Context: an optimization exercise on an open-source flow, tuned for small area and a short achievable clock period. The choices shown serve that exercise and are no tape-out recipe.
Function was checked by simulation only, so behaviour that the tests miss may differ from the original.

==> try-cedar: inputs <==
// data_mem_ctrl
module data_mem_ctrl #(
    parameter int unsigned LATENCY = 4,
    parameter int unsigned AW      = 8
) (
    input  logic        clk,
    input  logic        rst,
    input  logic        MemRead,
    input  logic        MemWrite,
    input  logic [15:0] addr,
    input  logic [15:0] wdata,
    output logic [15:0] rdata,
    output logic        stall,
    output logic        done,
    output logic        err
);
==> module data_mem_ctrl, before the edit <==
module data_mem_ctrl #(
    parameter int unsigned LATENCY = 4,
    parameter int unsigned AW      = 8
) (
    input  logic        clk,
    input  logic        rst,
    input  logic        MemRead,
    input  logic        MemWrite,
    input  logic [15:0] addr,
    input  logic [15:0] wdata,
    output logic [15:0] rdata,
    output logic        stall,
    output logic        done,
    output logic        err
);
    localparam int unsigned NR = 64;   
    logic c1, c2, c3;       
    logic busy;             
    logic one_req, both_req, idle, accept;
    assign one_req  = MemRead ^ MemWrite;
    assign both_req = MemRead & MemWrite;
    assign idle     = ~(busy | done);
    assign accept   = idle & one_req;
    assign stall    = busy | (~done & one_req);
    always_ff @(posedge clk or posedge rst) begin
        if (rst) begin
            c1   <= 1'b0;
            c2   <= 1'b0;
            c3   <= 1'b0;
            busy <= 1'b0;
            done <= 1'b0;
            err  <= 1'b0;
        end else begin
            c1   <= accept;
            c2   <= c1;
            c3   <= c2;
            busy <= accept | c1 | c2;
            done <= c3;
            err  <= idle & both_req;
        end
    end
    logic [1:0] ph;
    always_ff @(posedge clk) ph <= ph + 2'd1;
    logic        pv;        
    logic        wgo;       
    logic [7:0]  pidx;
    logic [15:0] pdata;
    logic [7:0]  ghi;       
    logic [7:0]  plo;       
    logic        commit, go_c, go_p;
    assign commit = c3 & MemWrite;
    assign go_c   = (addr[2:1] + ph) == 2'd2;
    assign go_p   = pv & ~wgo & ((pidx[1:0] + ph) == 2'd2);
    always_ff @(posedge clk) begin
        if (commit) begin
            pv    <= 1'b1;
            pidx  <= addr[8:1];
            pdata <= wdata;
            plo   <= 8'd1 << addr[5:3];
            wgo   <= go_c;
            ghi   <= go_c ? (8'd1 << addr[8:6]) : 8'd0;
        end else begin
            if (wgo) pv <= 1'b0;
            wgo <= go_p;
            ghi <= go_p ? (8'd1 << pidx[7:5]) : 8'd0;
        end
    end
    logic [15:0] m0 [NR];
    logic [15:0] m1 [NR];
    logic [15:0] m2 [NR];
    logic [15:0] m3 [NR];
    for (genvar r = 0; r < NR; r++) begin : g_ring
        logic wr;
        assign wr = ghi[r/8] & plo[r%8];
        always_ff @(posedge clk) begin
            m0[r] <= wr ? pdata : m3[r];
            m1[r] <= m0[r];
            m2[r] <= m1[r];
            m3[r] <= m2[r];
        end
    end
    logic        cap, fwd;
    logic [7:0]  s_hi, s_lo;
    logic [15:0] tapv, nxt, hold;
    assign cap  = ~done & MemRead & ~MemWrite & ((addr[2:1] + ph) == 2'd2);
    assign fwd  = pv & (pidx == addr[8:1]);
    assign s_hi = 8'd1 << addr[8:6];
    assign s_lo = 8'd1 << addr[5:3];
    always_comb begin
        logic [15:0] grp [8];
        tapv = '0;
        for (int g = 0; g < 8; g++) begin
            grp[g] = '0;
            for (int l = 0; l < 8; l++) grp[g] = grp[g] | (m2[8*g+l] & {16{s_lo[l]}});
            tapv = tapv | (grp[g] & {16{s_hi[g]}});
        end
    end
    assign nxt = fwd ? pdata : tapv;
    always_ff @(posedge clk) begin
        if (cap) hold <= nxt;
        rdata <= (c3 & ~cap) ? hold : nxt;
    end
endmodule
Settings: LEC_CHECK=0, CAP_MARGIN=20, CORE_MARGIN=2, CORE_UTILIZATION=75, CTS_CLUSTER_DIAMETER=60, CTS_CLUSTER_SIZE=30, SETUP_SLACK_MARGIN=2.0, SLEW_MARGIN=20; clock period 4.5 ns.
run.sh (not shown) runs the stock make flow with config.mk's settings and CLKGATE_MAP_FILE= SYNTH_SCRIPT=/design/flow/synth_recipe.tcl, a recipe that flattens the netlist after the stock synthesis.
==> try-harbor (differences from try-cedar) <==
==> flow/design.v (replaced) <==
module data_mem_ctrl #(
    parameter int unsigned LATENCY = 4,
    parameter int unsigned AW      = 8
) (
    input  logic        clk,
    input  logic        rst,
    input  logic        MemRead,
    input  logic        MemWrite,
    input  logic [15:0] addr,
    input  logic [15:0] wdata,
    output logic [15:0] rdata,
    output logic        stall,
    output logic        done,
    output logic        err
);
    localparam int unsigned NR = 64;   
    logic c1, c2, c3;       
    logic busy;             
    logic nidle;            
    logic one_req, idle, accept, err_nxt;
    assign one_req  = MemRead ? ~MemWrite : MemWrite;
    assign idle     = ~nidle;
    assign accept   = idle & one_req;
    assign stall    = busy | (~done & one_req);
    assign err_nxt  = (idle & MemRead) & MemWrite;
    always_ff @(posedge clk or posedge rst) begin
        if (rst) begin
            c1    <= 1'b0;
            c2    <= 1'b0;
            c3    <= 1'b0;
            busy  <= 1'b0;
            nidle <= 1'b0;
            done  <= 1'b0;
            err   <= 1'b0;
        end else begin
            c1    <= accept;
            c2    <= c1;
            c3    <= c2;
            busy  <= accept | c1 | c2;
            nidle <= accept | c1 | c2 | c3;
            done  <= c3;
            err   <= err_nxt;
        end
    end
    logic [1:0] ph;
    always_ff @(posedge clk) ph <= ph + 2'd1;
    logic        pv;        
    logic        wgo;       
    logic        wgo2;      
    logic [7:0]  pidx;
    logic [15:0] pdn;       
    logic [7:0]  ghi;       
    logic [7:0]  ghi2;      
    logic [7:0]  plo;       
    logic        commit, go_c, go_p;
    assign commit = c3 & MemWrite;
    assign go_c   = (addr[2:1] + ph) == 2'd2;
    assign go_p   = pv & ~wgo & ~wgo2 & ((pidx[1:0] + ph) == 2'd2);
    always_ff @(posedge clk) begin
        if (commit) begin
            pv    <= 1'b1;
            pidx  <= addr[8:1];
            pdn   <= ~wdata;
            wgo   <= go_c;
            ghi   <= go_c ? (8'd1 << addr[8:6]) : 8'd0;
            wgo2  <= 1'b0;
            ghi2  <= 8'd0;
        end else begin
            if (wgo2) pv <= 1'b0;
            wgo  <= go_p;
            ghi  <= go_p ? (8'd1 << pidx[7:5]) : 8'd0;
            wgo2 <= wgo;
            ghi2 <= ghi;
        end
        plo <= 8'd1 << (commit ? addr[5:3] : pidx[4:2]);
    end
    logic [15:0] m0 [NR];
    logic [15:0] m1 [NR];
    logic [15:0] m2 [NR];
    logic [15:0] m3 [NR];
    for (genvar r = 0; r < NR; r++) begin : g_ring
        logic clr, set;
        assign clr = ghi[r/8] & plo[r%8];
        assign set = ghi2[r/8] & plo[r%8];
        always_ff @(posedge clk) begin
            m0[r] <= ~(m3[r] | {16{clr}});
            m1[r] <= ~(({16{set}} & pdn) | m0[r]);
            m2[r] <= m1[r];
            m3[r] <= m2[r];
        end
    end
    logic        cap, fwd, take;
    logic [7:0]  s_hi, s_lo;
    logic [15:0] nxt;
    logic [3:0] rhit;
    always_ff @(posedge clk) rhit <= 4'd1 << (2'd1 - ph);
    assign cap  = MemRead & (~MemWrite & rhit[addr[2:1]]);
    assign fwd  = pv & (pidx == addr[8:1]);
    assign take = cap & ~fwd;
    assign s_hi = take ? (8'd1 << addr[8:6]) : 8'd0;
    assign s_lo = 8'd1 << addr[5:3];
    always_comb begin
        logic [15:0] grp;
        nxt = (~pdn & {16{cap & fwd}}) | (rdata & {16{~cap}});
        for (int g = 0; g < 8; g++) begin
            grp = '0;
            for (int l = 0; l < 8; l++) grp = grp | (m2[8*g+l] & {16{s_lo[l]}});
            nxt = nxt | (grp & {16{s_hi[g]}});
        end
    end
    always_ff @(posedge clk) rdata <= nxt;
endmodule
==> flow/flow/run.sh (new file) <==
#!/bin/bash
# Layout flow: the standard layout (standard.sh, whole, from synthesis to
# finish) with two ORFS settings added to the standard flow's config.mk:
#  - sky130_fd_sc_hd__a222oi_1 is not used: it has a single drive strength, so
#    the resizer cannot strengthen it where it drives a long wire;
#  - clock tree synthesis inserts no dummy loads (same clustering otherwise).
# make's output goes to flow_make.log; ORFS keeps each step's log under
# orfs/logs/.
set -euo pipefail
W=$(cd "$(dirname "${BASH_SOURCE[0]}")/.." && pwd)
cd "$W"
cp config.mk own_config.mk
cat >> own_config.mk <<'EOC'
export DONT_USE_CELLS += sky130_fd_sc_hd__a222oi_1
export CTS_ARGS = -sink_clustering_enable -repair_clock_nets -sink_clustering_size 30 -sink_clustering_max_diameter 60 -dont_use_dummy_load
EOC
sed "s#DESIGN_CONFIG=[^ ]*#DESIGN_CONFIG=$W/own_config.mk#" standard.sh > own_standard.sh
bash own_standard.sh > flow_make.log 2>&1
==> flow/standard.sh (new file) <==
#!/bin/bash
# synth_recipe.tcl (not shown) runs the flow's synth.tcl, then flattens the netlist and writes it again
# the make line also repeats each setting of config.mk as NAME=value (left out here)
make -C /OpenROAD-flow-scripts/flow DESIGN_CONFIG=/design/flow/config.mk WORK_HOME=/design/flow/orfs CLKGATE_MAP_FILE= SYNTH_SCRIPT=/design/flow/synth_recipe.tcl "${@:-finish}"
- CORE_UTILIZATION: 75 -> 70
- SETUP_SLACK_MARGIN: 2.0 -> 2.4
removed: flow/run.sh
==> try-tundra (differences from try-cedar) <==
==> flow/design.v (replaced) <==
module data_mem_ctrl #(
    parameter int unsigned LATENCY = 4,
    parameter int unsigned AW      = 8
) (
    input  logic        clk,
    input  logic        rst,
    input  logic        MemRead,
    input  logic        MemWrite,
    input  logic [15:0] addr,
    input  logic [15:0] wdata,
    output logic [15:0] rdata,
    output logic        stall,
    output logic        done,
    output logic        err
);
    localparam int unsigned NR = 64;   
    logic c1, c2, c3;       
    logic busy;             
    logic one_req, both_req, idle, accept;
    assign one_req  = MemRead ^ MemWrite;
    assign both_req = MemRead & MemWrite;
    assign idle     = ~(busy | done);
    assign accept   = idle & one_req;
    assign stall    = busy | (~done & one_req);
    always_ff @(posedge clk or posedge rst) begin
        if (rst) begin
            c1   <= 1'b0;
            c2   <= 1'b0;
            c3   <= 1'b0;
            busy <= 1'b0;
            done <= 1'b0;
            err  <= 1'b0;
        end else begin
            c1   <= accept;
            c2   <= c1;
            c3   <= c2;
            busy <= accept | c1 | c2;
            done <= c3;
            err  <= idle & both_req;
        end
    end
    logic [2:0] ph;
    always_ff @(posedge clk) ph <= ph + 3'd1;
    logic        av, ast, bv;    
    logic [7:0]  aidx, bidx;
    logic [15:0] adata, bdata;
    logic        commit, a_hit, a_clr, a_set, b_set, s_any;
    logic [7:0]  sidx;
    logic [15:0] sdata, y;
    logic [2:0]  s_after;
    assign commit = c3 & MemWrite;
    assign a_hit  = av & ((aidx[1:0] + ph[1:0]) == 2'd3);
    assign a_clr  = a_hit & ~ast;
    assign a_set  = a_hit & ast;
    assign b_set  = bv & ((bidx[1:0] + ph[1:0]) == 2'd3);
    assign s_any  = a_set | b_set;
    assign sidx   = b_set ? bidx : aidx;
    assign sdata  = b_set ? bdata : adata;
    assign s_after = {1'b0, sidx[1:0]} + ph + 3'd1;
    assign y      = ~(sdata ^ {16{s_after[2]}});
    always_ff @(posedge clk) begin
        if (commit) begin
            av    <= 1'b1;
            ast   <= 1'b0;
            aidx  <= addr[8:1];
            adata <= wdata;
            bv    <= av & ~a_set;
            bidx  <= aidx;
            bdata <= adata;
        end else begin
            if (a_clr) ast <= 1'b1;
            if (a_set) av  <= 1'b0;
            if (b_set) bv  <= 1'b0;
        end
    end
    logic [15:0] m0 [NR];
    logic [15:0] m1 [NR];
    logic [15:0] m2 [NR];
    logic [15:0] m3 [NR];
    for (genvar r = 0; r < NR; r++) begin : g_ring
        logic clr, set;
        assign clr = a_clr & (aidx[7:2] == 6'(r));
        assign set = s_any & (sidx[7:2] == 6'(r));
        always_ff @(posedge clk) begin
            m0[r] <= ~(m3[r] | {16{clr}} | ({16{set}} & y));
            m1[r] <= m0[r];
            m2[r] <= m1[r];
            m3[r] <= m2[r];
        end
    end
    logic       cap, fwd_a, fwd_b;
    logic [2:0] k;
    assign k     = {1'b0, addr[2:1]} + ph;
    assign cap   = ~done & MemRead & ~MemWrite & (k[1:0] == 2'd2);
    assign fwd_a = av & (aidx == addr[8:1]);
    assign fwd_b = bv & (bidx == addr[8:1]);
    always_ff @(posedge clk) begin
        if (cap) rdata <= fwd_a ? adata : fwd_b ? bdata : (m2[addr[8:3]] ^ {16{k[2]}});
    end
endmodule
- CORE_UTILIZATION: 75 -> 60
- SETUP_SLACK_MARGIN: 2.0 -> 2.3
==> comparison table <==
Result of the run: try-tundra complete, no violations; try-cedar complete, no violations; try-harbor complete, no violations
Final setup margin: try-tundra 0.975 ns; try-cedar 1.70 ns; try-harbor 2.02 ns
Design area: try-tundra 130000 µm²; try-cedar 118000 µm²; try-harbor 115000 µm²
Metal2 WL: try-tundra 169000 µm; try-cedar 111000 µm; try-harbor 124000 µm
Cell with the biggest individual delay on the critical path: try-tundra edfxtp_1; try-cedar a222oi_1; try-harbor or4_4
Number of violations reported at the end of detailed-routing iteration 0: try-tundra 9719; try-cedar 4837; try-harbor 5401
Crit path to: try-tundra m0[42][6]$_DFF_P_; try-cedar hold[6]$_DFFE_PP_; try-harbor rdata[4]$_DFF_P_
Inst Count DP: try-tundra 9490; try-cedar 8460; try-harbor 9544
Buf+Inv Stages, Crit Path: try-tundra 5; try-cedar 4; try-harbor 3
Die Wd: try-tundra 416 µm; try-cedar 381 µm; try-harbor 391 µm
Tap cells: try-tundra 2218; try-cedar 1890; try-harbor 1930
Worst setup startpoint: try-tundra bidx[0]$_DFFE_PP_; try-cedar addr[4]; try-harbor addr[5]
Path class of the lowest-slack min-delay path: try-tundra input pin to async pin; try-cedar flop to flop; try-harbor flop to flop
Post-synthesis share of cell area spent on xor and xnor gates: try-tundra 0.550%; try-cedar 0.112%; try-harbor 0.109%
Syn_area_per_cell: try-tundra 14.9 µm²; try-cedar 15.9 µm²; try-harbor 13.2 µm²
Setup slack, reg-to-reg: try-tundra 0.98 ns; try-cedar 1.82 ns; try-harbor 2.08 ns
CP max FO: try-tundra 7; try-cedar 5; try-harbor 10
Count of synthesis-stage warnings from yosys: try-tundra 5; try-cedar 6; try-harbor 5
Shortest clock period the worst path allows after layout: try-tundra 3.52 ns; try-cedar 2.80 ns; try-harbor 2.48 ns
Synth Area in Compound Gates: try-tundra 11.5%; try-cedar 3.57%; try-harbor 8.66%

==> static timing again, ports no longer ideal <==
No port has a modelled driver above. Below, the same layouts with a new extraction and two added sets of constraints.
Step 1 sets driving cells, clkbuf_16 on the clock port and buf_2 on the other inputs (assumed; they add their load-dependent delay and slew).
Step 2 times the ports against the registers' clock, not the clock port: input delays grow and output delays shrink by t, the midpoint of the rising clock arrivals with the driver on.
Slacks: no drivers / after step 1 / after step 2; pairs: no drivers / after step 1.
run	t, ns	setup slack, ns	clock arrival spread, ns
try-cedar	0.909	1.702 / 1.402 / 0.493	0.035 / 0.036
try-harbor	0.881	2.023 / 1.796 / 0.915	0.076 / 0.077
try-tundra	1.003	0.975 / 0.975 / 0.117	0.048 / 0.048
After both steps every run listed still meets setup and hold. The setup slack of try-cedar, which loses most, moves by -0.300 ns with the drivers and by -1.209 ns with both steps.
